This design comes from an exercise in tuning for small area, a short achievable clock period and few clock cycles on the open sky130 flow, not from production work. In this exercise RTL edits were held to simulation tests only and were not proved equivalent to the original.

==> flow/design.v, too long to show whole: its modules and the start of the top module <==
// module rpnh_vstore: 23 lines
// module rpnh_pmul: 783 lines
// module rpnh_nmul: 815 lines
// module rpnh_mmul: 1098 lines
// module rpnh_add: 31 lines
// module rpnh_norm: 14 lines
// module rpnh_div: 136 lines
// module ray_polygon_nearest_hit: 710 lines
module ray_polygon_nearest_hit
#(
   parameter int MAX_VERTICES = 64,
   parameter int NE           = 2
) (
   input  logic        clock,
   input  logic        reset,
   input  logic        req_tvalid,
   output logic        req_tready,
   input  logic [63:0] req_tdata,    
   input  logic [1:0]  req_tuser,    
   output logic        rsp_tvalid,
   input  logic        rsp_tready,
   output logic [47:0] rsp_tdata,    
   output logic [1:0]  rsp_tuser     
);
  // ...
==> flow/run.sh <==
#!/bin/bash
# synth_recipe.tcl (not shown) runs the flow's synth.tcl, then flattens the netlist and writes it again
# the make line also repeats each setting of config.mk as NAME=value (left out here)
make -C /OpenROAD-flow-scripts/flow DESIGN_CONFIG=/design/flow/config.mk WORK_HOME=/design/flow/orfs CLKGATE_MAP_FILE= SYNTH_SCRIPT=/design/flow/synth_recipe.tcl finish
==> flow/config.mk <==
export PLATFORM = sky130hd
export DESIGN_NAME = ray_polygon_nearest_hit
export DESIGN_NICKNAME = ray_polygon_nearest_hit
export VERILOG_FILES = /design/flow/design.v
export SDC_FILE = /design/flow/constraint.sdc
export NUM_CORES = 4
export LEC_CHECK = 0
export CAP_MARGIN = 20
export CORE_MARGIN = 2
export CORE_UTILIZATION = 40
export PLACE_DENSITY = 0.55
export SETUP_SLACK_MARGIN = 5
export SLEW_MARGIN = 20
==> flow/constraint.sdc <==
create_clock -name core_clock -period 10.0 [get_ports {clock}]
set_input_delay 2.0000 -clock core_clock [delete_from_list [all_inputs] [get_ports {clock}]]
set_output_delay 2.0000 -clock core_clock [all_outputs]
set_load 0.01 [all_outputs]
==> impl_metrics.json, run 1 <==
{
  "outcome": "timing/DRC/antenna clean",
  "synthMuxAreaShare_pct": 4.02,
  "worst_skew_pair.late_latency_ps": 1170,
  "initial_core_util_pct": 40.1,
  "critical-path-slowest-cell": "sky130_fd_sc_hd__fa_1",
  "synth.area.top_cells": "sky130_fd_sc_hd__dfxtp_1 23%, sky130_fd_sc_hd__fa_1 22%, sky130_fd_sc_hd__edfxtp_1 15%, sky130_fd_sc_hd__inv_1 5.4%, sky130_fd_sc_hd__ha_1 5.4%",
  "initial_antenna_violation_count": 122,
  "placed_instance_count": 41300,
  "final-max-slew-violation-count": 0,
  "critical_path_buf_inv_count": 10,
  "final-clk-cell-share_pct": 5.40,
  "die_w_um": 908,
  "first_global_vias": 237000,
  "worstReg2RegStart": "g_eng[0].sh_ff[0]",
  "synth.cell_area_sq_mm": 0.327,
  "globalRoute.totalOverflow": 0,
  "detail_route.vias_per_cell": 5.32,
  "layout.sequential_cells": 5383,
  "topRoutingLayerUsed": "met5",
  "number_of_enable_type_register_cells_in_the_synthesized_netlist": 1627,
  "hold_path.class": "reg -> reg",
  "grt_use_met2_pct": 40.3,
  "fin_crit_sh_pct": 67.7,
  "synthesized_area_per_cell_sq_um": 10.5,
  "met3_wirelength_um": 82900,
  "ys_async_sr_fraction_pct": 0,
  "place_worst_setup_slack_ps": 1860,
  "final-instance-count-excl-fill": 43300,
  "arrival_worst_endpoint_ps": 7650,
  "layout.cells.most_common_list": "4678 x sky130_fd_sc_hd__inv_1, 3717 x sky130_fd_sc_hd__dfxtp_1, 3560 x sky130_fd_sc_hd__fa_1, 2487 x sky130_fd_sc_hd__nor2_1, 2081 x sky130_fd_sc_hd__and2_1",
  "drtAntennaViolNets": 0,
  "globalplace.congestion": 0.931,
  "worst-r2r-cell-count": 29,
  "final_core_util_pct": 46.8,
  "cell_family_contributing_the_most_delay_on_the_critical_path": "simple AND/OR/NAND/NOR gates"
}
Testbench counts, summed over its fixed seeds: cycles 19,165.
==> module ray_polygon_nearest_hit, before the edit <==
module ray_polygon_nearest_hit
#(
   parameter int MAX_VERTICES = 64,
   parameter int NE           = 2
) (
   input  logic        clock,
   input  logic        reset,
   input  logic        req_tvalid,
   output logic        req_tready,
   input  logic [63:0] req_tdata,    
   input  logic [1:0]  req_tuser,    
   output logic        rsp_tvalid,
   input  logic        rsp_tready,
   output logic [47:0] rsp_tdata,    
   output logic [1:0]  rsp_tuser     
);
   localparam int AW   = $clog2(MAX_VERTICES);
   localparam int CNTW = $clog2(MAX_VERTICES + 1);
   localparam int CW2  = 2 * COORD_BITS;
   localparam int W    = MAX_VERTICES / NE;      
   localparam int KW   = $clog2(W + 1);
   localparam int BUB  = (NE == 1) ? 1 : 3;      
   localparam int FD   = 4;                      
   localparam int FAW  = 2;
   localparam int DW2  = 2 * MANT_W + 6;         
   localparam int TB   = MANT_W + 5;             
   localparam logic signed [LZ_W+1:0] DM3 = -3, DM2 = -2, DM1 = -1, D0 = 0, DP1 = 1,
                                      DP2 = 2, DP3 = 3;
   typedef struct packed {
      logic              f;       
      logic              uz;      
      logic [LZ_W-1:0]   lzu;     
      logic [MAG_W-1:0]  nu;
      logic [LZ_W-1:0]   lzd;     
      logic [MAG_W-1:0]  nd;
   } cand_t;
   logic                 rdy_ff, rdy_in;
   logic                 accept;
   logic [1:0]           cmd;
   logic [CNTW-1:0]      cnt_ff, cnt_in;
   logic [AW-1:0]        ph_ff, ph_in;
   logic [CW2-1:0]       vlast_ff, v0_ff;
   logic                 ring_we;
   logic [NE-1:0][CW2-1:0] ring_rd;
   logic                 full, empty;
   logic                 is_scan;
   logic                 simple_err;
   assign accept     = req_tvalid && rdy_ff;
   assign req_tready = rdy_ff;
   assign cmd        = req_tuser;
   assign full       = (cnt_ff == CNTW'(MAX_VERTICES));
   assign empty      = (cnt_ff == '0);
   assign is_scan    = accept && (cmd == CMD_CAST) && (cnt_ff > CNTW'(1));
   assign simple_err = ((cmd == CMD_APPEND) && full) || ((cmd == CMD_REPLACE) && empty);
   assign ring_we    = accept && (cmd == CMD_APPEND) && !full && !empty;
   rpnh_vstore #(.DEPTH(MAX_VERTICES), .NR(NE)) u_vstore (
      .clock (clock),
      .we    (ring_we),
      .wdata (vlast_ff),
      .rdata (ring_rd)
   );
   always_comb begin
      cnt_in = cnt_ff;
      ph_in  = AW'(ph_ff + AW'(1));
      if (accept && (cmd == CMD_APPEND) && !full) begin
         cnt_in = cnt_ff + CNTW'(1);
         if (cnt_ff == CNTW'(1)) ph_in = AW'(1);    
      end
   end
   always_ff @(posedge clock) begin
      if (reset) begin
         cnt_ff <= '0;
      end else begin
         cnt_ff <= cnt_in;
      end
      ph_ff <= ph_in;
      if (accept && (((cmd == CMD_APPEND) && !full) || ((cmd == CMD_REPLACE) && !empty))) begin
         vlast_ff <= req_tdata[CW2-1:0];
         if (cnt_ff == CNTW'(cmd == CMD_REPLACE)) v0_ff <= req_tdata[CW2-1:0];
      end
   end
   logic                 scan_ff, scan_in;
   logic                 stag_ff;                  
   logic [KW-1:0]        k_ff;
   logic                 is_end;
   logic [1:0]           cool_ff, cool_in;
   logic [CNTW-1:0]      cc_ff, tcc_ff;
   logic [CW2-1:0]       lv_ff, tlv_ff;
   logic signed [COORD_BITS-1:0] px_ff, py_ff, tpx_ff, tpy_ff;
   logic signed [DIFF_W-1:0]     dx_ff, dy_ff, tdx_ff, tdy_ff;
   logic                 sreq_ff;                  
   logic                 slow_ff;                  
   logic                 swap;                     
   logic                 restart_ff;               
   logic                 srot_start, srestart;
   logic [2:0]           sdrain_ff;
   logic                 scmp_ff;
   logic [5:0]           scnt_ff;
   logic                 sdone;
   assign is_end  = scan_ff && (k_ff == KW'(W));
   assign scan_in = is_scan || srot_start || srestart || (scan_ff && !is_end);
   assign cool_in = (is_end && !stag_ff) ? 2'(BUB - 1) : ((cool_ff != '0) ? cool_ff - 2'd1 : 2'd0);
   always_ff @(posedge clock) begin
      if (reset) begin
         scan_ff <= 1'b0;
         cool_ff <= '0;
      end else begin
         scan_ff <= scan_in;
         cool_ff <= cool_in;
      end
      k_ff <= (is_scan || srot_start || srestart) ? '0 : KW'(k_ff + KW'(1));
      if (is_scan || srestart) stag_ff <= 1'b0;
      if (srot_start) stag_ff <= 1'b1;
      if (is_scan) begin
         cc_ff <= cnt_ff;
         lv_ff <= vlast_ff;
         px_ff <= req_tdata[15:0];
         py_ff <= req_tdata[31:16];
         dx_ff <= DIFF_W'(signed'(req_tdata[47:32])) - DIFF_W'(signed'(req_tdata[15:0]));
         dy_ff <= DIFF_W'(signed'(req_tdata[63:48])) - DIFF_W'(signed'(req_tdata[31:16]));
      end else if (swap) begin
         cc_ff <= tcc_ff;
         lv_ff <= tlv_ff;
         px_ff <= tpx_ff;
         py_ff <= tpy_ff;
         dx_ff <= tdx_ff;
         dy_ff <= tdy_ff;
      end
      if (swap || (is_end && !stag_ff)) begin
         tcc_ff <= cc_ff;
         tlv_ff <= lv_ff;
         tpx_ff <= px_ff;
         tpy_ff <= py_ff;
         tdx_ff <= dx_ff;
         tdy_ff <= dy_ff;
      end
   end
   logic e_ok;                                    
   logic l1_ff, l2_ff, l3_ff, l4_ff;              
   logic t1_ff, t2_ff, t3_ff, t4_ff;              
   logic s1_ff, s2_ff, s3_ff, s4_ff;              
   assign e_ok = scan_ff && (k_ff != '0);
   always_ff @(posedge clock) begin
      if (reset) begin
         {l1_ff, l2_ff, l3_ff, l4_ff} <= '0;
         {s1_ff, s2_ff, s3_ff, s4_ff} <= '0;
      end else begin
         l1_ff <= is_end && !stag_ff;
         l2_ff <= l1_ff;
         l3_ff <= l2_ff;
         l4_ff <= l3_ff;
         s1_ff <= e_ok;
         s2_ff <= s1_ff;
         s3_ff <= s2_ff;
         s4_ff <= s3_ff;
      end
      t1_ff <= stag_ff;
      t2_ff <= t1_ff;
      t3_ff <= t2_ff;
      t4_ff <= t3_ff;
   end
   logic lc1_ff, lc2_ff, lc3_ff, lc4_ff;
   logic m1, mf;                                  
   logic k_m1_ff, k_mf_ff;                        
   always_ff @(posedge clock) begin
      if (reset) begin
         {lc1_ff, lc2_ff, lc3_ff, lc4_ff} <= '0;
         k_m1_ff <= 1'b0;
         k_mf_ff <= 1'b0;
      end else begin
         lc1_ff  <= l4_ff;
         lc2_ff  <= lc1_ff;
         lc3_ff  <= lc2_ff;
         lc4_ff  <= lc3_ff;
         k_m1_ff <= m1;
         k_mf_ff <= mf;
      end
   end
   assign m1 = lc2_ff;
   assign mf = (NE == 1) ? lc2_ff : lc4_ff;
   logic                 lane_ff;
   localparam int CANDW = 2 + 2 * (LZ_W + MAG_W);
   logic [NE-1:0][1:0][CANDW-1:0] lane_ff_a;   
   logic [NE-1:0][CANDW-1:0]      kc_w;        
   logic [NE-1:0]                 kbf_w;
   cand_t                         kcb0;        
   logic [NE-1:0][1:0]   lamb_ff;                 
   logic                 clr_lanes;
   logic [NE-1:0]            h3_w;
   logic [NE-1:0][AW-1:0]    idx3_w;
   logic [NE-1:0][MAG_W-1:0] um3_w, dm3_w;
   logic                     fin_lt, fin_amb;     
   always_ff @(posedge clock) begin
      lane_ff <= ~lane_ff;
   end
   for (genvar e = 0; e < NE; e++) begin : g_eng
      logic [AW-1:0]            slot;
      logic                     inj, islast, vv;
      logic [CW2-1:0]           vsel;
      logic signed [DIFF_W-1:0] qx_n, qy_n;
      logic [AW-1:0]            slot_n;
      logic [CNTW-1:0]          cc_a, cc_b;
      assign slot   = AW'(ph_ff + AW'(e * W));
      assign slot_n = AW'(ph_ff + AW'(e * W + 1));
      assign cc_a   = cnt_ff;
      assign cc_b   = swap ? tcc_ff : cc_ff;
      always_ff @(posedge clock) begin
         inj    <= is_scan ? (CNTW'(slot_n) == cc_a) : (CNTW'(slot_n) == cc_b);
         islast <= is_scan ? ((CNTW'(slot_n) + CNTW'(1)) == cc_a) : ((CNTW'(slot_n) + CNTW'(1)) == cc_b);
         vv     <= is_scan ? (CNTW'(slot_n) < cc_a) : (CNTW'(slot_n) < cc_b);
      end
      assign vsel   = inj ? v0_ff : islast ? lv_ff : ring_rd[e];
      assign qx_n   = DIFF_W'(signed'(vsel[COORD_BITS-1:0])) - DIFF_W'(px_ff);
      assign qy_n   = DIFF_W'(signed'(vsel[CW2-1:COORD_BITS])) - DIFF_W'(py_ff);
      logic                     pvv_ff, e1_ff;
      logic [AW-1:0]            idx1_ff;
      logic signed [DIFF_W-1:0] qcx_ff, qcy_ff, qpx_ff, qpy_ff;
      always_ff @(posedge clock) begin
         pvv_ff  <= vv;
         e1_ff   <= e_ok && pvv_ff;
         idx1_ff <= AW'(slot - AW'(1));
         qcx_ff  <= qx_n;
         qcy_ff  <= qy_n;
         qpx_ff  <= qcx_ff;
         qpy_ff  <= qcy_ff;
      end
      logic [CROSS_W-1:0]        s_rs, s_rc, u_rs, u_rc;
      logic                      e2_ff;
      logic [AW-1:0]             idx2_ff;
      logic signed [CROSS_W-1:0] s2, sp2_ff, un2;
      logic [CROSS_W-1:0]        q1s, q1c, q2s, q2c, q3s, q3c, q4s, q4c;
      logic [CROSS_W-1:0]        sk1, sc1, uk1, uc1;
      rpnh_pmul u_mul_s1 (.clock(clock), .a(qcx_ff), .b(dy_ff), .ys(q1s), .yc(q1c));
      rpnh_nmul u_mul_s2 (.clock(clock), .a(qcy_ff), .b(dx_ff), .ys(q2s), .yc(q2c));
      rpnh_pmul u_mul_u1 (.clock(clock), .a(qpx_ff), .b(qcy_ff), .ys(q3s), .yc(q3c));
      rpnh_nmul u_mul_u2 (.clock(clock), .a(qpy_ff), .b(qcx_ff), .ys(q4s), .yc(q4c));
      assign sk1  = q1s ^ q1c ^ q2s;
      assign sc1  = ((q1s & q1c) | (q1s & q2s) | (q1c & q2s)) << 1;
      assign s_rs = sk1 ^ sc1 ^ q2c;
      assign s_rc = ((sk1 & sc1) | (sk1 & q2c) | (sc1 & q2c)) << 1;
      assign uk1  = q3s ^ q3c ^ q4s;
      assign uc1  = ((q3s & q3c) | (q3s & q4s) | (q3c & q4s)) << 1;
      assign u_rs = uk1 ^ uc1 ^ q4c;
      assign u_rc = ((uk1 & uc1) | (uk1 & q4c) | (uc1 & q4c)) << 1;
      assign s2  = s_rs + s_rc;
      assign un2 = u_rs + u_rc;
      always_ff @(posedge clock) begin
         e2_ff   <= e1_ff && s1_ff;
         idx2_ff <= idx1_ff;
         sp2_ff  <= s2;                    
      end
      logic                  sp_z, s_z, u_z, pos_n, neg_n, hit_n;
      logic [MAG_W-1:0]      um_n, dm_n;
      logic                  h3_ff;
      logic [AW-1:0]         idx3_ff;
      logic [MAG_W-1:0]      um3_ff, dm3_ff;
      logic [CROSS_W-1:0]    ta, tb, tc, t1s, t1c, t2s, t2c, spn;
      logic [CROSS_W-1:0]    dpa, dna, una, unb;
      assign ta  = ~s_rs;
      assign tb  = ~s_rc;
      assign spn = ~sp2_ff;
      assign t1s = sp2_ff ^ ta ^ tb;
      assign t1c = {((sp2_ff[CROSS_W-2:0] & ta[CROSS_W-2:0]) | (sp2_ff[CROSS_W-2:0] & tb[CROSS_W-2:0]) |
                     (ta[CROSS_W-2:0] & tb[CROSS_W-2:0])), 1'b1};
      assign t2s = s_rs ^ s_rc ^ spn;
      assign t2c = {((s_rs[CROSS_W-2:0] & s_rc[CROSS_W-2:0]) | (s_rs[CROSS_W-2:0] & spn[CROSS_W-2:0]) |
                     (s_rc[CROSS_W-2:0] & spn[CROSS_W-2:0])), 1'b1};
      logic [CROSS_W-1:0]    nus, nuc;
      logic                  co_a, co_b, co_c;
      assign nus = ~u_rs ^ ~u_rc ^ CROSS_W'(2);
      assign nuc = ((~u_rs & ~u_rc) | ((~u_rs | ~u_rc) & CROSS_W'(2))) << 1;
      rpnh_add #(.W(CROSS_W)) u_add_dp (.a(t1s), .b(t1c), .cin(1'b1), .s(dpa), .cout(co_a));  
      assign dna = t2s + t2c;                                                                   
      assign una = u_rs + u_rc;                                                                 
      rpnh_add #(.W(CROSS_W)) u_add_nu (.a(nus), .b(nuc), .cin(1'b0), .s(unb), .cout(co_b));   
      always_comb begin
         sp_z  = (sp2_ff == '0);
         s_z   = (s2 == '0);
         u_z   = (un2 == '0);
         pos_n = !sp2_ff[CROSS_W-1] && (s2[CROSS_W-1] || s_z) && !(sp_z && s_z);
         neg_n = (sp2_ff[CROSS_W-1] || sp_z) && !s2[CROSS_W-1] && !(sp_z && s_z);
         hit_n = e2_ff && ((pos_n && !un2[CROSS_W-1]) || (neg_n && (un2[CROSS_W-1] || u_z)));
         if (pos_n) begin
            dm_n = MAG_W'(dpa);
            um_n = MAG_W'(una);
         end else begin
            dm_n = MAG_W'(dna);
            um_n = MAG_W'(unb);
         end
      end
      always_ff @(posedge clock) begin
         h3_ff   <= hit_n;
         idx3_ff <= idx2_ff;
         um3_ff  <= um_n;
         dm3_ff  <= dm_n;
      end
      assign h3_w[e]   = h3_ff && s3_ff;
      assign idx3_w[e] = idx3_ff;
      assign um3_w[e]  = um3_ff;
      assign dm3_w[e]  = dm3_ff;
      logic [LZ_W-1:0]   lzu_n, lzd_n;
      logic [MAG_W-1:0]  nu_n, nd_n;
      cand_t             c4_ff;
      rpnh_norm u_norm_u (.x(um3_ff), .lz(lzu_n), .y(nu_n));
      rpnh_norm u_norm_d (.x(dm3_ff), .lz(lzd_n), .y(nd_n));
      always_ff @(posedge clock) begin
         c4_ff.f   <= h3_ff && s3_ff && !t3_ff && !reset;
         c4_ff.uz  <= (um3_ff == '0);
         c4_ff.lzu <= lzu_n;
         c4_ff.nu  <= nu_n;
         c4_ff.lzd <= lzd_n;
         c4_ff.nd  <= nd_n;
      end
      logic [CANDW-1:0]    ln0_ff, ln1_ff;    
      logic                la0_ff, la1_ff;    
      cand_t               ca, cb;            
      cand_t               l0, l1, lx, lo;    
      logic [2*MANT_W-1:0] p1s, p1c, p2s, p2c;
      logic signed [LZ_W+1:0] dx_n;
      logic [4:0]          sh_ff;             
      logic                xlt_ff, xge_ff;    
      cand_t               kc_ff;             
      logic                kbf_ff, kbuz_ff, klane_ff;
      assign l0 = lane_ff_a[e][0];
      assign l1 = lane_ff_a[e][1];
      assign lx = lane_ff_a[NE-1][0];
      assign lo = lane_ff_a[e][lane_ff];
      logic sa_l1_ff, sa_lx_ff, sb_l1_ff;
      always_ff @(posedge clock) begin
         sa_l1_ff <= lc1_ff;
         sa_lx_ff <= ((NE == 1) ? lc1_ff : lc3_ff) && (e == 0);
         sb_l1_ff <= !lc1_ff && !((NE == 1) ? lc1_ff : lc3_ff) && !lane_ff;
      end
      always_comb begin
         ca = sa_l1_ff ? l1 : (sa_lx_ff ? lx : c4_ff);
         cb = sb_l1_ff ? l1 : l0;
         dx_n = (LZ_W+2)'(cb.lzu) + (LZ_W+2)'(ca.lzd) - (LZ_W+2)'(ca.lzu) - (LZ_W+2)'(cb.lzd);
      end
      rpnh_mmul u_p1 (.clock(clock), .a(ca.nu[MAG_W-1:MAG_W-MANT_W]), .b(cb.nd[MAG_W-1:MAG_W-MANT_W]),
                      .ys(p1s), .yc(p1c));
      rpnh_mmul u_p2 (.clock(clock), .a(cb.nu[MAG_W-1:MAG_W-MANT_W]), .b(ca.nd[MAG_W-1:MAG_W-MANT_W]),
                      .ys(p2s), .yc(p2c));
      always_ff @(posedge clock) begin
         sh_ff    <= {dx_n == DP2, dx_n == DP1, dx_n == D0, dx_n == DM1, dx_n == DM2};
         xlt_ff   <= (dx_n <= DM3);
         xge_ff   <= (dx_n >= DP3);
         kc_ff    <= ca;
         if (reset) kc_ff.f <= 1'b0;
         kbf_ff   <= cb.f;
         kbuz_ff  <= cb.uz;
         klane_ff <= lane_ff;
      end
      if (e == 0) begin : g_kcb
         cand_t kcb_ff;                       
         always_ff @(posedge clock) begin
            kcb_ff <= cb;
         end
         assign kcb0 = kcb_ff;
      end
      logic [DW2-1:0]        a1s, a1c;
      logic [DW2-1:0]        x1, x2, x3, x4, r1s, r1c, r2s, r2c;
      logic [TB:0]           dlo;
      logic [DW2-TB-1:0]     dha, dhb;
      logic                  lta, ltb, gea, geb;
      logic          lt_s, ge_s, lt, amb;
      always_comb begin
         a1s = '0;
         a1c = '0;
         for (int k = 0; k < 5; k++) begin
            a1s = a1s | ((DW2'(p1s) << k) & {DW2{sh_ff[k]}});
            a1c = a1c | ((DW2'(p1c) << k) & {DW2{sh_ff[k]}});
         end
      end
      assign x1  = DW2'(p2s) << 2;
      assign x2  = DW2'(p2c) << 2;
      assign x3  = ~a1s;
      assign x4  = ~a1c;
      assign r1s = x1 ^ x2 ^ x3;
      assign r1c = {((x1[DW2-2:0] & x2[DW2-2:0]) | (x1[DW2-2:0] & x3[DW2-2:0]) |
                     (x2[DW2-2:0] & x3[DW2-2:0])), 1'b1};
      assign r2s = r1s ^ r1c ^ x4;
      assign r2c = {((r1s[DW2-2:0] & r1c[DW2-2:0]) | (r1s[DW2-2:0] & x4[DW2-2:0]) |
                     (r1c[DW2-2:0] & x4[DW2-2:0])), 1'b1};
      logic [TB-1:0] dlo_s;
      logic          dha_c, dhb_c;
      rpnh_add #(.W(TB))     u_add_lo (.a(r2s[TB-1:0]), .b(r2c[TB-1:0]), .cin(1'b0),
                                       .s(dlo_s), .cout(dlo[TB]));
      rpnh_add #(.W(DW2-TB)) u_add_ha (.a(r2s[DW2-1:TB]), .b(r2c[DW2-1:TB]), .cin(1'b0),
                                       .s(dha), .cout(dha_c));
      rpnh_add #(.W(DW2-TB)) u_add_hb (.a(r2s[DW2-1:TB]), .b(r2c[DW2-1:TB]), .cin(1'b1),
                                       .s(dhb), .cout(dhb_c));
      assign dlo[TB-1:0] = dlo_s;
      assign lta = !dha[DW2-TB-1] && (dha != '0);
      assign ltb = !dhb[DW2-TB-1] && (dhb != '0);
      assign gea = dha[DW2-TB-1] && (dha != '1);
      assign geb = dhb[DW2-TB-1] && (dhb != '1);
      always_comb begin
         if (xlt_ff) begin
            lt_s = 1'b1;
            ge_s = 1'b0;
         end else if (xge_ff) begin
            lt_s = 1'b0;
            ge_s = 1'b1;
         end else begin
            lt_s = dlo[TB] ? ltb : lta;
            ge_s = dlo[TB] ? geb : gea;
         end
         if (kc_ff.uz || kbuz_ff) begin
            lt  = kc_ff.uz && !kbuz_ff;
            amb = 1'b0;
         end else begin
            lt  = lt_s;
            amb = !lt_s && !ge_s;
         end
      end
      logic k_norm, k_upd;
      assign k_norm = !k_m1_ff && !(k_mf_ff && (e == 0));
      assign k_upd  = kc_ff.f && (!kbf_ff || lt);
      always_ff @(posedge clock) begin
         if ((k_norm && k_upd && !klane_ff) || (k_m1_ff && (NE > 1) && k_upd)) ln0_ff <= kc_ff;
         if (k_norm && k_upd && klane_ff) ln1_ff <= kc_ff;
         if (reset || clr_lanes || mf) begin
            ln0_ff[CANDW-1] <= 1'b0;
            ln1_ff[CANDW-1] <= 1'b0;
            la0_ff          <= 1'b0;
            la1_ff          <= 1'b0;
         end else if (k_m1_ff && (NE > 1)) begin
            ln1_ff[CANDW-1] <= 1'b0;
            la1_ff          <= 1'b0;
            if (kc_ff.f) ln0_ff[CANDW-1] <= 1'b1;
            la0_ff          <= la0_ff || la1_ff || (kc_ff.f && kbf_ff && amb);
         end else if (k_norm && kc_ff.f && kbf_ff && !lt && amb) begin
            if (klane_ff) la1_ff <= 1'b1;
            else          la0_ff <= 1'b1;
         end
      end
      assign lane_ff_a[e][0] = ln0_ff;
      assign lane_ff_a[e][1] = ln1_ff;
      assign lamb_ff[e]      = {la1_ff, la0_ff};
      assign kc_w[e]  = kc_ff;
      assign kbf_w[e] = kbf_ff;
      if (e == 0) begin : g_fin
         assign fin_lt  = lt;
         assign fin_amb = amb;
      end
   end
   logic       fr_found, fr_win, fr_amb;
   cand_t      kc0;
   logic       c_f, c_bf;
   logic       mamb_ff;                          
   logic [MAG_W-1:0] ua, da, ub, db, fr_ue, fr_de;
   always_ff @(posedge clock) begin
      mamb_ff <= |lamb_ff;
   end
   assign kc0      = kc_w[0];
   assign c_f      = kc0.f;
   assign c_bf     = kbf_w[0];
   assign fr_win   = c_f && (!c_bf || fin_lt);
   assign fr_found = c_f || c_bf;
   assign fr_amb   = mamb_ff || (c_f && c_bf && fin_amb);
   assign ua       = kc0.nu >> kc0.lzu;
   assign da       = kc0.nd >> kc0.lzd;
   assign ub       = kcb0.nu >> kcb0.lzu;
   assign db       = kcb0.nd >> kcb0.lzd;
   assign fr_ue    = fr_win ? ua : ub;
   assign fr_de    = fr_win ? da : db;
   logic                 cap_v_ff;
   logic [AW-1:0]        cap_i_ff;
   logic [MAG_W-1:0]     cap_u_ff, cap_d_ff;
   logic                 last_v_ff;
   logic [AW-1:0]        last_i_ff;
   logic                 sb_v_ff;
   logic [MAG_W-1:0]     sb_u_ff, sb_d_ff;
   logic signed [2*MAG_W+2:0] sacc_ff;
   logic                 f_ff;
   logic                 cv;
   logic [AW-1:0]        ci;
   logic [MAG_W-1:0]     cu_s, cd_s;
   always_comb begin
      cv   = 1'b0;
      ci   = '0;
      cu_s = '0;
      cd_s = '0;
      for (int e = 0; e < NE; e++) begin
         if (h3_w[e] && t3_ff && (!last_v_ff || (idx3_w[e] > last_i_ff)) &&
             (!cv || (idx3_w[e] < ci))) begin
            cv   = 1'b1;
            ci   = idx3_w[e];
            cu_s = um3_w[e];
            cd_s = dm3_w[e];
         end
      end
   end
   logic                 bd_ff, bc_ff;            
   logic                 sfin_ff, snext_ff;
   logic [5:0]           scnt_m1;
   logic signed [2*MAG_W+2:0] sacc_n;
   assign scnt_m1 = scnt_ff - 6'd1;
   logic [2*MAG_W+2:0] sa1, sa2, sa3, sas, sac;
   assign sa1     = sacc_ff << 1;
   assign sa2     = (2*MAG_W+3)'(bd_ff ? cap_u_ff : '0);
   assign sa3     = ~((2*MAG_W+3)'(bc_ff ? sb_u_ff : '0));
   assign sas     = sa1 ^ sa2 ^ sa3;
   assign sac     = {((sa1[2*MAG_W+1:0] & sa2[2*MAG_W+1:0]) | (sa1[2*MAG_W+1:0] & sa3[2*MAG_W+1:0]) |
                      (sa2[2*MAG_W+1:0] & sa3[2*MAG_W+1:0])), 1'b1};
   assign sacc_n  = sas + sac;
   logic sgo;
   assign sgo        = sreq_ff && !is_scan;
   assign swap       = sgo || sdone;
   assign srot_start = sgo || snext_ff;
   assign sdone      = slow_ff && !scan_ff && !scmp_ff && !sfin_ff && !snext_ff &&
                       (sdrain_ff == '0) && !sreq_ff && !cap_v_ff && !f_ff;
   assign srestart   = sdone && restart_ff;
   assign clr_lanes  = srestart;
   always_ff @(posedge clock) begin
      if (reset) begin
         sreq_ff <= 1'b0;
         slow_ff <= 1'b0;
         scmp_ff <= 1'b0;
         sfin_ff <= 1'b0;
         snext_ff <= 1'b0;
         sdrain_ff <= '0;
      end else begin
         snext_ff <= 1'b0;
         sreq_ff <= (k_mf_ff && fr_amb) || (sreq_ff && is_scan);
         if (sgo) begin
            slow_ff    <= 1'b1;
            restart_ff <= scan_ff && !stag_ff;
            sb_v_ff    <= 1'b0;
            last_v_ff  <= 1'b0;
            cap_v_ff   <= 1'b0;
         end
         if (is_end && stag_ff) sdrain_ff <= 3'd5;
         else if (sdrain_ff != '0) sdrain_ff <= sdrain_ff - 3'd1;
         if (cv && (!cap_v_ff || (ci < cap_i_ff))) begin
            cap_v_ff <= 1'b1;
            cap_i_ff <= ci;
            cap_u_ff <= cu_s;
            cap_d_ff <= cd_s;
         end
         if (slow_ff && (sdrain_ff == 3'd1) && cap_v_ff) begin
            if (!sb_v_ff) begin
               sb_v_ff   <= 1'b1;
               sb_u_ff   <= cap_u_ff;
               sb_d_ff   <= cap_d_ff;
               last_v_ff <= 1'b1;
               last_i_ff <= cap_i_ff;
               cap_v_ff  <= 1'b0;
               snext_ff  <= 1'b1;           
            end else begin
               scmp_ff   <= 1'b1;
               scnt_ff   <= 6'(MAG_W - 1);
               sacc_ff   <= '0;
               bd_ff     <= sb_d_ff[MAG_W-1];
               bc_ff     <= cap_d_ff[MAG_W-1];
            end
         end
         if (scmp_ff) begin
            sacc_ff <= sacc_n;
            scnt_ff <= scnt_m1;
            bd_ff   <= sb_d_ff[scnt_m1];
            bc_ff   <= cap_d_ff[scnt_m1];
            if (scnt_ff == '0) begin
               scmp_ff <= 1'b0;
               sfin_ff <= 1'b1;
            end
         end
         if (sfin_ff) begin
            sfin_ff <= 1'b0;
            if (sacc_ff[2*MAG_W+2]) begin
               sb_u_ff <= cap_u_ff;
               sb_d_ff <= cap_d_ff;
            end
            last_v_ff <= 1'b1;
            last_i_ff <= cap_i_ff;
            cap_v_ff  <= 1'b0;
            snext_ff  <= 1'b1;
         end
         if (sdone) slow_ff <= 1'b0;
      end
   end
   logic                 f_found_ff;
   logic [MAG_W-1:0]     f_u_ff, f_d_ff;
   logic signed [COORD_BITS-1:0] f_px_ff, f_py_ff;
   logic signed [DIFF_W-1:0]     f_dx_ff, f_dy_ff;
   logic                 f_load_fast, f_load_slow;
   logic [1:0]           fin_ff;           
   logic                 fin_hit_ff;
   logic                 ftake, fstart, fdone, res_w;
   logic                 dx_done, dy_done;
   logic signed [OUT_W-1:0] hx_n, hy_n;
   logic                 res_ff, res_hit_ff;
   logic [47:0]          res_data_ff;
   logic                 res_take;
   assign f_load_fast = k_mf_ff && !fr_amb;
   assign f_load_slow = sdone;
   assign ftake       = f_ff && (fin_ff == 2'd0);
   assign fstart      = ftake && f_found_ff;
   assign fdone       = ((fin_ff == 2'd1) && dx_done) || (fin_ff == 2'd2) ||
                        (ftake && !f_found_ff);
   assign res_w       = fdone && !res_ff;
   always_ff @(posedge clock) begin
      if (reset) begin
         f_ff   <= 1'b0;
         fin_ff <= 2'd0;
         res_ff <= 1'b0;
      end else begin
         if (f_load_fast || f_load_slow) f_ff <= 1'b1;
         else if (ftake)                 f_ff <= 1'b0;
         if (ftake && f_found_ff)   fin_ff <= 2'd1;
         else if (fdone && res_w)   fin_ff <= 2'd0;
         else if (fdone)            fin_ff <= 2'd2;
         if (res_w)         res_ff <= 1'b1;
         else if (res_take) res_ff <= 1'b0;
      end
      if (f_load_fast) begin
         f_found_ff <= fr_found;
         f_u_ff     <= fr_ue;
         f_d_ff     <= fr_de;
         f_px_ff    <= tpx_ff;
         f_py_ff    <= tpy_ff;
         f_dx_ff    <= tdx_ff;
         f_dy_ff    <= tdy_ff;
      end else if (f_load_slow) begin
         f_found_ff <= sb_v_ff;
         f_u_ff     <= sb_u_ff;
         f_d_ff     <= sb_d_ff;
         f_px_ff    <= px_ff;
         f_py_ff    <= py_ff;
         f_dx_ff    <= dx_ff;
         f_dy_ff    <= dy_ff;
      end
      if (ftake) begin
         fin_hit_ff <= f_found_ff;
      end
      if (res_w) begin
         res_hit_ff  <= (fin_ff == 2'd0) ? 1'b0 : fin_hit_ff;
         res_data_ff <= ((fin_ff == 2'd0) || !fin_hit_ff) ? 48'd0 : {hy_n, hx_n};
      end
   end
   rpnh_div u_div_x (.clock(clock), .reset(reset), .start(fstart), .un(f_u_ff), .den(f_d_ff),
                     .p(f_px_ff), .d(f_dx_ff), .done(dx_done), .v(hx_n));
   rpnh_div u_div_y (.clock(clock), .reset(reset), .start(fstart), .un(f_u_ff), .den(f_d_ff),
                     .p(f_py_ff), .d(f_dy_ff), .done(dy_done), .v(hy_n));
   logic [1:0]           oq_ff [FD];
   logic [FAW-1:0]       oq_rd_ff, oq_wr_ff;
   logic [FAW:0]         oq_n_ff, oq_n_in;
   logic [1:0]           ncast_ff, ncast_in;
   logic                 rsp_valid_ff;
   logic [47:0]          rsp_data_ff;
   logic [1:0]           rsp_user_ff;
   logic                 head_cast, load;
   assign head_cast = oq_ff[oq_rd_ff][1];
   assign load      = (!rsp_valid_ff || rsp_tready) && (oq_n_ff != '0) &&
                      (!head_cast || res_ff);
   assign res_take  = load && head_cast;
   assign oq_n_in  = oq_n_ff + (FAW+1)'(accept) - (FAW+1)'(load);
   assign ncast_in = ncast_ff + 2'(is_scan) - 2'(res_take);
   always_ff @(posedge clock) begin
      if (reset) begin
         oq_rd_ff     <= '0;
         oq_wr_ff     <= '0;
         oq_n_ff      <= '0;
         ncast_ff     <= '0;
         rsp_valid_ff <= 1'b0;
      end else begin
         oq_n_ff  <= oq_n_in;
         ncast_ff <= ncast_in;
         if (accept) oq_wr_ff <= oq_wr_ff + FAW'(1);
         if (load)   oq_rd_ff <= oq_rd_ff + FAW'(1);
         if (load) begin
            rsp_valid_ff <= 1'b1;
         end else if (rsp_tready) begin
            rsp_valid_ff <= 1'b0;
         end
      end
      if (accept) oq_ff[oq_wr_ff] <= {is_scan, simple_err};
      if (load) begin
         rsp_data_ff <= head_cast ? res_data_ff : 48'd0;
         rsp_user_ff <= head_cast ? {1'b0, res_hit_ff} : {oq_ff[oq_rd_ff][0], 1'b0};
      end
   end
   logic append_ok, cast_ok, oq_ok;
   assign append_ok = (cnt_in <= CNTW'(1)) || (cnt_in == CNTW'(MAX_VERTICES)) ||
                      ((CNTW'(ph_in) + CNTW'(1)) == cnt_in);
   assign cast_ok   = !scan_in && (cool_in == '0) && (ncast_in <= 2'd2) &&
                      !sreq_ff && !(slow_ff && !sdone);
   assign oq_ok     = (oq_n_in < (FAW+1)'(FD));
   always_comb begin
      if (accept || !req_tvalid) begin
         rdy_in = oq_ok && append_ok && cast_ok;
      end else begin
         unique case (cmd)
            CMD_APPEND: rdy_in = oq_ok && append_ok;
            CMD_CAST:   rdy_in = oq_ok && cast_ok;
            default:    rdy_in = oq_ok;
         endcase
      end
   end
   always_ff @(posedge clock) begin
      if (reset) begin
         rdy_ff <= 1'b0;
      end else begin
         rdy_ff <= rdy_in;
      end
   end
   assign rsp_tvalid = rsp_valid_ff;
   assign rsp_tdata  = rsp_data_ff;
   assign rsp_tuser  = rsp_user_ff;
endmodule
==> inputs of run 2 (changes only) <==
--- a/flow/design.v
+++ b/flow/design.v
@@ -2944,4 +2944,16 @@
    localparam logic signed [LZ_W+1:0] DM3 = -3, DM2 = -2, DM1 = -1, D0 = 0, DP1 = 1,
                                       DP2 = 2, DP3 = 3;
+   function automatic logic sum_is(input logic [63:0] a, input logic [63:0] b,
+                                   input logic [63:0] k, input int n);
+      logic ok;
+      ok = ((a[0] ^ b[0] ^ k[0]) == 1'b0);
+      for (int i = 1; i < 64; i++) begin
+         if (i < n) begin
+            ok = ok && ((a[i] ^ b[i] ^ k[i]) ==
+                        (k[i-1] ? (a[i-1] & b[i-1]) : (a[i-1] | b[i-1])));
+         end
+      end
+      sum_is = ok;
+   endfunction
    typedef struct packed {
       logic              f;       
@@ -3146,4 +3158,5 @@
       logic [AW-1:0]             idx2_ff;
       logic signed [CROSS_W-1:0] s2, sp2_ff, un2;
+      logic                      spz_ff;
       logic [CROSS_W-1:0]        q1s, q1c, q2s, q2c, q3s, q3c, q4s, q4c;
       logic [CROSS_W-1:0]        sk1, sc1, uk1, uc1;
@@ -3166,4 +3179,5 @@
          idx2_ff <= idx1_ff;
          sp2_ff  <= s2;                    
+         spz_ff  <= sum_is(64'(s_rs), 64'(s_rc), 64'd0, CROSS_W);
       end
       logic                  sp_z, s_z, u_z, pos_n, neg_n, hit_n;
@@ -3192,7 +3206,7 @@
       rpnh_add #(.W(CROSS_W)) u_add_nu (.a(nus), .b(nuc), .cin(1'b0), .s(unb), .cout(co_b));   
       always_comb begin
-         sp_z  = (sp2_ff == '0);
-         s_z   = (s2 == '0);
-         u_z   = (un2 == '0);
+         sp_z  = spz_ff;
+         s_z   = sum_is(64'(s_rs), 64'(s_rc), 64'd0, CROSS_W);
+         u_z   = sum_is(64'(u_rs), 64'(u_rc), 64'd0, CROSS_W);
          pos_n = !sp2_ff[CROSS_W-1] && (s2[CROSS_W-1] || s_z) && !(sp_z && s_z);
          neg_n = (sp2_ff[CROSS_W-1] || sp_z) && !s2[CROSS_W-1] && !(sp_z && s_z);
@@ -3308,8 +3322,12 @@
                                        .s(dhb), .cout(dhb_c));
       assign dlo[TB-1:0] = dlo_s;
-      assign lta = !dha[DW2-TB-1] && (dha != '0);
-      assign ltb = !dhb[DW2-TB-1] && (dhb != '0);
-      assign gea = dha[DW2-TB-1] && (dha != '1);
-      assign geb = dhb[DW2-TB-1] && (dhb != '1);
+      logic ha_z, ha_m1, hb_m1;           
+      assign ha_z  = sum_is(64'(r2s[DW2-1:TB]), 64'(r2c[DW2-1:TB]), 64'd0, DW2-TB);
+      assign ha_m1 = sum_is(64'(r2s[DW2-1:TB]), 64'(r2c[DW2-1:TB]), 64'((DW2-TB)'('1)), DW2-TB);
+      assign hb_m1 = sum_is(64'(r2s[DW2-1:TB]), 64'(r2c[DW2-1:TB]), 64'((DW2-TB)'('1) - 1), DW2-TB);
+      assign lta = !dha[DW2-TB-1] && !ha_z;
+      assign ltb = !dhb[DW2-TB-1] && !ha_m1;    
+      assign gea = dha[DW2-TB-1] && !ha_m1;
+      assign geb = dhb[DW2-TB-1] && !hb_m1;
       always_comb begin
          if (xlt_ff) begin
@@ -3366,5 +3384,5 @@
    logic       c_f, c_bf;
    logic       mamb_ff;                          
-   logic [MAG_W-1:0] ua, da, ub, db, fr_ue, fr_de;
+   logic [MAG_W-1:0] ua, da, ub, db;
    always_ff @(posedge clock) begin
       mamb_ff <= |lamb_ff;
@@ -3380,6 +3398,4 @@
    assign ub       = kcb0.nu >> kcb0.lzu;
    assign db       = kcb0.nd >> kcb0.lzd;
-   assign fr_ue    = fr_win ? ua : ub;
-   assign fr_de    = fr_win ? da : db;
    logic                 cap_v_ff;
    logic [AW-1:0]        cap_i_ff;
@@ -3498,5 +3514,7 @@
    end
    logic                 f_found_ff;
-   logic [MAG_W-1:0]     f_u_ff, f_d_ff;
+   logic [MAG_W-1:0]     f_ua_ff, f_da_ff, f_ub_ff, f_db_ff;    
+   logic                 f_win_ff;                              
+   logic [MAG_W-1:0]     f_u, f_d;
    logic signed [COORD_BITS-1:0] f_px_ff, f_py_ff;
    logic signed [DIFF_W-1:0]     f_dx_ff, f_dy_ff;
@@ -3531,8 +3549,11 @@
          else if (res_take) res_ff <= 1'b0;
       end
-      if (f_load_fast) begin
+      if (k_mf_ff) begin
          f_found_ff <= fr_found;
-         f_u_ff     <= fr_ue;
-         f_d_ff     <= fr_de;
+         f_win_ff   <= fr_win;
+         f_ua_ff    <= ua;
+         f_da_ff    <= da;
+         f_ub_ff    <= ub;
+         f_db_ff    <= db;
          f_px_ff    <= tpx_ff;
          f_py_ff    <= tpy_ff;
@@ -3541,6 +3562,7 @@
       end else if (f_load_slow) begin
          f_found_ff <= sb_v_ff;
-         f_u_ff     <= sb_u_ff;
-         f_d_ff     <= sb_d_ff;
+         f_win_ff   <= 1'b1;
+         f_ua_ff    <= sb_u_ff;
+         f_da_ff    <= sb_d_ff;
          f_px_ff    <= px_ff;
          f_py_ff    <= py_ff;
@@ -3556,7 +3578,9 @@
       end
    end
-   rpnh_div u_div_x (.clock(clock), .reset(reset), .start(fstart), .un(f_u_ff), .den(f_d_ff),
+   assign f_u = f_win_ff ? f_ua_ff : f_ub_ff;
+   assign f_d = f_win_ff ? f_da_ff : f_db_ff;
+   rpnh_div u_div_x (.clock(clock), .reset(reset), .start(fstart), .un(f_u), .den(f_d),
                      .p(f_px_ff), .d(f_dx_ff), .done(dx_done), .v(hx_n));
-   rpnh_div u_div_y (.clock(clock), .reset(reset), .start(fstart), .un(f_u_ff), .den(f_d_ff),
+   rpnh_div u_div_y (.clock(clock), .reset(reset), .start(fstart), .un(f_u), .den(f_d),
                      .p(f_py_ff), .d(f_dy_ff), .done(dy_done), .v(hy_n));
    logic [1:0]           oq_ff [FD];
==> run 2 against run 1 <==
Compared with the run above: routed wire length shrank 3.0%; critical path depth shrank 7; clock skew shrank 18 ps; global-route usage shrank 1.0 points; flip-flop and latch count grew 67; clock-buffer cell count shrank 1; utilization shrank 0.89 points; setup slack gained 990 ps.
==> impl_metrics.json, run 2 <==
{
  "layout.cells.most_common_list": "4918 x sky130_fd_sc_hd__inv_1, 3715 x sky130_fd_sc_hd__dfxtp_1, 3576 x sky130_fd_sc_hd__fa_1, 2475 x sky130_fd_sc_hd__nor2_1, 2085 x sky130_fd_sc_hd__and2_1",
  "globalplace.congestion": 0.928,
  "critical_path_buf_inv_count": 6,
  "clock-skew-final_ps": 83.7,
  "drt_wl_total_um": 1040000,
  "detail_route.vias_per_cell": 5.25,
  "post-synth-top-count-cell": "sky130_fd_sc_hd__inv_1",
  "nNetsFinal": 37300,
  "largest_register": "u_vstore.ring",
  "cp_slowest_stage_delay_ps": 570,
  "cts_buffer_depth": 4,
  "number_of_synthesized_register_bits": 5450,
  "routed_wire_length_per_instance_um": 24.0,
  "syn2layout_area_growth_pct": 14.4,
  "crit_path_cell_trace": "buf_8 > a22oi_1 > nand2_1 > fa_1 > fa_1 > inv_1 > ha_1 > a21o_1 > a21o_1 > a21o_1 > a21o_1 > a21o_1 > a31oi_4 > o21ai_4 > or3b_4 > a31oi_4 > nand2b_4 > and3_4 > buf_12 > buf_8 > buf_12 > buf_12",
  "globalRoute.totalOverflow": 0,
  "h-tree-depth": 6,
  "ys_async_sr_fraction_pct": 0,
  "worst_skew_pair.late_latency_ps": 1200,
  "tns_ps": 0,
  "post_cts_hold_buffer_count": 0,
  "placed_instance_count": 41800,
  "n_fill_cell": 76700,
  "initial_core_util_pct": 40.1,
  "cts-buffers-inserted": 599,
  "boundaryPins": 122,
  "path_clk_slew_ps": 60,
  "post_route_cells_drive_above_1_share_pct": 10.4,
  "fin_crit_sh_pct": 57.8,
  "timing.final.setup_violations": 0,
  "drc_errors": 0,
  "cap_violations": 0,
  "synth.yosys.warnings": 17,
  "final_period_minus_worst_setup_slack_ps": 5780,
  "critical_path.startpoint": "g_eng[0].sh_ff[1]",
  "crit_type": "reg -> reg",
  "worst-r2r-setup-slack_ps": 4220,
  "arrival_worst_endpoint_ps": 6640,
  "vias": 228000,
  "die_w_um": 915,
  "detail_route.iter0.violations": 20200,
  "post-synth-top-area-cell": "sky130_fd_sc_hd__dfxtp_1",
  "synthesis.instances": 31600,
  "final-instance-count-excl-fill": 43500,
  "cell_family_contributing_the_most_delay_on_the_critical_path": "compound AO/OA/AOI/OAI gates",
  "number_of_flip_flops_under_the_largest_register_name": 2048,
  "tritoncts_num_sinks": 5450,
  "detailed_place_hpwl_um": 751000,
  "grt_start_max_net_pins": 106,
  "launch_instance_of_the_worst_min_delay_path": "u_vstore.ring[5][28]",
  "die-height_um": 915,
  "outcome": "timing/DRC/antenna clean",
  "hold_path.class": "reg -> reg",
  "globalRouteTotalUtil_pct": 24.3,
  "final-max-slew-violation-count": 0,
  "yosysUniqueCellTypes": 114,
  "timing.critical_path.from_type": "register",
  "layout.cells.most_common": "sky130_fd_sc_hd__inv_1",
  "num_rows": 334,
  "critical_path.endpoint_type": "register",
  "synthesized_area_per_cell_sq_um": 10.5,
  "grt_first_pass_wirelength_um": 1540000,
  "first_global_vias": 235000,
  "path_max_fanout": 49,
  "tritoncts_clock_tree": "done",
  "drt_pre_antenna_iters": 17,
  "max_slew.worst_pin.slew_ps": 1280,
  "buffer_ports.inserted": 121,
  "synth.area.top_cells": "sky130_fd_sc_hd__dfxtp_1 23%, sky130_fd_sc_hd__fa_1 22%, sky130_fd_sc_hd__edfxtp_1 15%, sky130_fd_sc_hd__ha_1 5.7%, sky130_fd_sc_hd__inv_1 5.6%",
  "mappedNetlistNets": 36900,
  "worstReg2RegStart": "g_eng[0].sh_ff[1]",
  "critical_path_data_required_time_ps": 10860,
  "slew-limit-headroom_pct": 14.2,
  "hold_ws_ps": 288,
  "core_area_sq_mm": 0.827,
  "synth_largest_type_area_fraction_pct": 22.7,
  "initial_antenna_violation_count": 105,
  "synth_top_flop_cell": "sky130_fd_sc_hd__dfxtp_1",
  "fp.dieArea_sq_mm": 0.836,
  "synth.cell_area_sq_mm": 0.332,
  "timing.final.hold_violations": 0,
  "clk_root_buffer_cell": "sky130_fd_sc_hd__clkbuf_16",
  "maxClockFrequency_mhz": 173,
  "synth_common_cells": "4978 x sky130_fd_sc_hd__inv_1, 3756 x sky130_fd_sc_hd__dfxtp_1, 3682 x sky130_fd_sc_hd__fa_1",
  "number_of_enable_type_register_cells_in_the_synthesized_netlist": 1694,
  "synth.yosys.seq_area_share_pct": 38.0,
  "drtAntennaViolNets": 0,
  "critical-path-slowest-cell": "sky130_fd_sc_hd__dfxtp_4",
  "path_common_cell": "sky130_fd_sc_hd__a21o_1",
  "rsz0062_at_grt": "yes"
}
[run 2: cell count changes in the layout (fill, tap and decap cells not counted), moves of 67 or more]
cell                       change
sky130_fd_sc_hd__nand2_1      +95
sky130_fd_sc_hd__o21ai_0     +129
sky130_fd_sc_hd__edfxtp_1     +67
sky130_fd_sc_hd__inv_1       +240
sky130_fd_sc_hd__a21oi_1      -76
sky130_fd_sc_hd__buf_16       -96
sky130_fd_sc_hd__a21oi_2      -85
sky130_fd_sc_hd__ha_1        +120
[run 2: repair_timing]
action	in CTS	in global routing
setup endpoints to repair	763	713
gates cloned	89	30
pin swaps	195	319
setup buffers	293	174
resized for setup	647	579
[run 2: area by class of cell]
| type | instances | area [sq um] | share of cell area, % |
|---|---|---|---|
| multi-input cells | 19900 | 187000 | 49.3 |
| flip-flops and latches | 5450 | 126000 | 33.2 |
| diodes | 45 | 113 | 0.0297 |
| clock buffers | 810 | 17100 | 4.51 |
| clock inverters | 297 | 3830 | 1.01 |
| well taps | 10900 | 13700 | 3.60 |
| inverters | 4988 | 18700 | 4.94 |
| repair buffers | 1085 | 12800 | 3.38 |
[run 2: path summary, 6_finish.rpt]
check / to / cells past startpoint
setup / recovery: g_eng[0].ln0_ff[33] / 22
hold / removal: u_vstore.ring[4][28] / 0
hold reg to reg: u_vstore.ring[4][28] / 0
setup reg to reg: g_eng[0].ln0_ff[33] / 22
[run 2: per-layer routing]
metal  GRT usage (%)  wire (um)  up-vias
met5               0        371        -
met2            38.9     473000     8186
li1                -          -   103000
met4            9.57      49600       37
met3            4.09      76600     1903
met1            33.0     442000   116000
[run 2: logic make-up after synthesis]
| family | synth area share [%] |
|---|---|
| compound gates | 8.34 |
| xor+xnor | 2.64 |
| fa+ha+maj | 27.9 |
| buf+inv | 7.16 |
| flops | 38.0 |
| mux | 3.84 |
| simple gates | 12.1 |
[run 2: metrics by stage]
step / area (sq um) / util [%] / worst slack, ps
2_1_floorplan: 332000 / - / 4380
3_3_place_gp: 346000 / 41.9 / 2410
3_5_place_dp: 346000 / 41.9 / 2570
4_1_cts: 375000 / 45.4 / 4300
5_1_grt: 379000 / 45.9 / 4020
6_report: 380000 / 45.9 / 4220
Testbench counts of run 2, summed over its fixed seeds: cycles 19,165.

what the ideal ports hide:
Ports are ideal in the flow. The routed layouts listed here were re-timed in OpenROAD.
Step 1 assumes that a clkbuf_16 drives the clock port and a buf_2 every other input.
Step 2 moves the port delays by t, midway between the first and last clock arrival at a register: inputs arrive t later, outputs are due t later. That takes back most of the time a late clock gives input paths.
a / b / c = ideal ports / drivers / drivers and shift; a / b = the first two.
run	t, ns	setup slack, ns	latest minus earliest clock arrival (ns)	worst register clock-pin slew, ns	pins driven straight from the clock port
run 1	1.262	3.225 / 3.225 / 3.225	0.112 / 0.113	0.07 / 0.07	1
run 2	1.257	4.219 / 4.219 / 3.795	0.091 / 0.091	0.08 / 0.08	1
After both steps every run listed still meets setup and hold. The setup slack of run 2, which loses most, moves by 0.000 ns with the drivers and by -0.424 ns with both steps.
